From an optimization exercise on the open Yosys and OpenROAD flow, aimed at small area, a short achievable clock period and few clock cycles; shortcuts taken in it are not production practice. Power and IR drop assume default switching activity.

Setup of build 92:
==> flow/design.v (excerpt) <==
module lidar_scan_packet_deframer
(
  input  logic        clk,
  input  logic        rst,
  input  logic        s_tvalid,
  output logic        s_tready,
  input  logic [7:0]  s_tdata,
  output logic        m_tvalid,
  input  logic        m_tready,
  output logic [63:0] m_tdata,
  output logic [2:0]  m_tuser,
  output logic        m_tlast,
  input  logic        psel,
  input  logic        penable,
  input  logic        pwrite,
  input  logic [2:0]  paddr,
  input  logic [31:0] pwdata,
  output logic [31:0] prdata,
  output logic        pready
);
  localparam int DEPTH = 40;
  logic [CNT_W-1:0] sample_limit;
  logic [5:0]       count_max;
  lspd_regs u_regs (
    .clk          (clk),
    .rst          (rst),
    .psel         (psel),
    .penable      (penable),
    .pwrite       (pwrite),
    .paddr        (paddr),
    .pwdata       (pwdata),
    .prdata       (prdata),
    .pready       (pready),
    .sample_limit (sample_limit),
    .count_max    (count_max)
  );
  function automatic logic [5:0] inc40(input logic [5:0] p);
    inc40 = (p == 6'd39) ? 6'd0 : p + 6'd1;
  endfunction
  logic       rdy;
  logic       h_v, k_v;
  logic [7:0] h_b, k_b;
  logic       accept;
  logic       go;
  logic       stall;
  assign s_tready = rdy;
  assign accept   = s_tvalid && rdy;
  assign go       = h_v && !stall;
  always_ff @(posedge clk) begin
    if (rst) begin
      h_v <= 1'b0;
      k_v <= 1'b0;
      rdy <= 1'b1;
    end else begin
      if (!h_v || go) begin
        if (k_v) begin
          h_v <= 1'b1;
          k_v <= accept;
          rdy <= !accept;
        end else begin
          h_v <= accept;
          rdy <= 1'b1;
        end
      end else if (accept) begin
        k_v <= 1'b1;
        rdy <= 1'b0;
      end
    end
  end
  always_ff @(posedge clk) begin
    if (!h_v || go) h_b <= k_v ? k_b : s_tdata;
    if (accept && (k_v || (h_v && !go))) k_b <= s_tdata;
  end
  localparam logic [3:0] S_HDR0 = 4'd0, S_HDR1 = 4'd1, S_TYPE = 4'd2,
                         S_COUNT = 4'd3, S_SA_LO = 4'd4, S_SA_HI = 4'd5,
                         S_EA_LO = 4'd6, S_EA_HI = 4'd7, S_CK_LO = 4'd8,
                         S_CK_HI = 4'd9, S_SMP_LO = 4'd10, S_SMP_HI = 4'd11;
  logic [3:0]  st, st_nx;
  logic [7:0]  held;
  ...
Size in the first run: ~3100 cells after synthesis, ~900 flip-flops, ~37000 um^2 of cells after synthesis.
Settings: LEC_CHECK=0, ABC_AREA=1, CAP_MARGIN=20, CORE_MARGIN=2, CORE_UTILIZATION=40, SLEW_MARGIN=20; clock period 4.5 ns.
run.sh (not shown) runs the stock make flow with config.mk's settings and CLKGATE_MAP_FILE= SYNTH_SCRIPT=/design/flow/synth_recipe.tcl, a recipe that flattens the netlist after the stock synthesis.
> inputs changed (build 92 -> build 34)
- removing ABC_AREA (formerly 1)
[summary]
- Build 34 vs. build 92: standard-cell row count went down by 1.
- Comparing build 92 and build 34, global-route wire length before repair is higher on build 92.
- Delta (build 34 minus build 92): hold slack comparable, routed wire length now smaller, area after synthesis now smaller, time the worst path needs with I/O delays and setup now larger.
- For fraction of synthesis flops using an asynchronous set or reset pin, build 92 and build 34 come out practically identical.
- In the flow results for build 92 and build 34, the setup slack after placement is smaller on build 34.
- Build 34 ends up with higher sequential share of the synthesized area than build 92 does.
- Via count of the first global-routing pass (build 92 / build 34): 1.2
- Build 34 gives more proportion of cell area spent on the clock network than build 92 did.
Edits applied to the flow inputs when going from build 34 to build 21:
- putting ABC_CLOCK_PERIOD_IN_PS at 2500 where nothing was set
- putting SETUP_SLACK_MARGIN at 1.5 where nothing was set
### Flow results
Build 21 was carried through to the last stage, and its layout satisfied the timing, DRC and antenna checks.
Every stage of the flow completed for build 34, and the final layout passed the timing, DRC and antenna checks.
In build 21, the total of clock buffers placed in the layout came out about 1.7% below the value in build 34.
In build 21, the clock skew came out 0.0072 ns above the value in build 34.
Summary of build 21 over build 34: sequential share of layout area has decreased, core utilization has increased, worst hold slack has remained practically unchanged, switching power has increased.
No functional check of the RTL was part of any run of this note.

---

Setup of P:
Another version of the RTL of lidar_scan_packet_deframer (not shown whole).
For scale: about 2,400 cells after synthesis, roughly 880 flip-flops, ~150 I/O pins.
Design lidar_scan_packet_deframer, start of the top module:
module lidar_scan_packet_deframer
(
  input  logic        clk,
  input  logic        rst,
  input  logic        s_tvalid,
  output logic        s_tready,
  input  logic [7:0]  s_tdata,
  output logic        m_tvalid,
  input  logic        m_tready,
  output logic [63:0] m_tdata,
  output logic [2:0]  m_tuser,
  output logic        m_tlast,
  input  logic        psel,
  input  logic        penable,
  input  logic        pwrite,
  input  logic [2:0]  paddr,
  input  logic [31:0] pwdata,
  output logic [31:0] prdata,
  output logic        pready
);
Settings: LEC_CHECK=0, ABC_CLOCK_PERIOD_IN_PS=2000, CAP_MARGIN=20, CORE_MARGIN=2, CORE_UTILIZATION=30, CTS_CLUSTER_DIAMETER=100, CTS_CLUSTER_SIZE=28, SETUP_SLACK_MARGIN=2.3, SLEW_MARGIN=20; clock period 4.5 ns.
What Q does differently from P at the input level:
Settings: SETUP_SLACK_MARGIN now 2.2, was 2.3; ABC_CLOCK_PERIOD_IN_PS now 2100, was 2000; CTS_CLUSTER_SIZE now 30, was 28.
- There was hardly any difference in global-route usage between Q and P.
- Q: full flow OK, the timing, DRC and antenna checks passed
- Compared with P, Q shows cell internal power dissipation that has gone down slightly.
- Summary of Q over P: first-pass GRT wire length saw an increase, number of logic stages on the critical path including buffering saw a decrease, switching share of power saw little to no change, cell area after placement did not really move.
Modified inputs, R compared to Q
Settings: CORE_UTILIZATION now 35, was 30; ABC_CLOCK_PERIOD_IN_PS now 2000, was 2100; SETUP_SLACK_MARGIN now 2.3, was 2.2.
## What came out
- R finished end to end and its layout was clean on timing, DRC and antenna.
- Q consumes less power than R.
- In terms of proportion of total power due to net switching, R and Q differ only marginally.
- Comparing R and Q, the lower ratio of final minimum period to clock period is on R.
- Of the two candidates, Q has the worse minimum hold slack and R the better one.
- R vs Q, source of the critical timing path: out_i[5] vs rd_s[0]
- The non-clock buffer count in R is 1.05 times that in Q.
- R vs Q: number of antenna violations at the first check in global routing up in R
- R gives more final setup slack of the worst path than Q did.
#### Input delta (S over R)
Settings: CTS_CLUSTER_SIZE now 25, was 30; CORE_UTILIZATION now 30, was 35.
==> comparison <==
S does worse than R on final instance area.
Critical path depth was lower in the run labelled R.
Relative to R, total power increased by 0.33 mW in S.
Per the comparison of S with R, clock-buffer cell count +11, via count -258, hold slack -0.0052 ns, combinational group share of total power ~0 delta.
Between R and S, maximum frequency decreased.
Largest incremental delay on the critical path: S vs R, no meaningful difference
Count of plain and timing-repair buffers on S is up relative to R.
Function was not checked in any run of this note: the RTL went through the layout flow alone.

[what the ideal ports hide]
How much do the figures lean on ideal ports? The routed layouts below were timed once more, with nothing changed but the port constraints.
Step 1 assumes that a clkbuf_16 drives the clock port and a buf_2 every other input.
Step 2 times the ports against the registers' clock, not the clock port: input delays grow and output delays shrink by t, the midpoint of the rising clock arrivals with the driver on.
Three values: no drivers, after step 1, after step 2; two values: the first two.
run | t (ns) | slack for setup (ns) | worst hold slack (ns) | worst setup path after step 2 | worst slew at a driven data input, ns
build 92 | 0.681 | 1.048 / 1.048 / 0.949 | 0.413 / 0.413 / 0.413 | input to register | 0.06
build 34 | 0.697 | 0.951 / 0.951 / 0.864 | 0.414 / 0.414 / 0.414 | input to register | 0.04
build 21 | 0.702 | 1.555 / 1.492 / 1.239 | 0.415 / 0.415 / 0.415 | input to register | 0.04
P | 0.680 | 2.189 / 2.189 / 1.725 | 0.469 / 0.469 / 0.469 | input to register | 0.06
Q | 0.673 | 2.211 / 2.168 / 1.659 | 0.461 / 0.461 / 0.461 | input to register | 0.06
R | 0.656 | 2.288 / 2.225 / 1.737 | 0.471 / 0.471 / 0.471 | input to register | 0.05
S | 0.680 | 2.235 / 2.235 / 1.583 | 0.466 / 0.466 / 0.466 | input to register | 0.05
After both steps setup and hold are still met in every run listed. For S, which loses most, drivers alone change the setup slack by 0.000 ns; drivers and shift together by -0.652 ns.
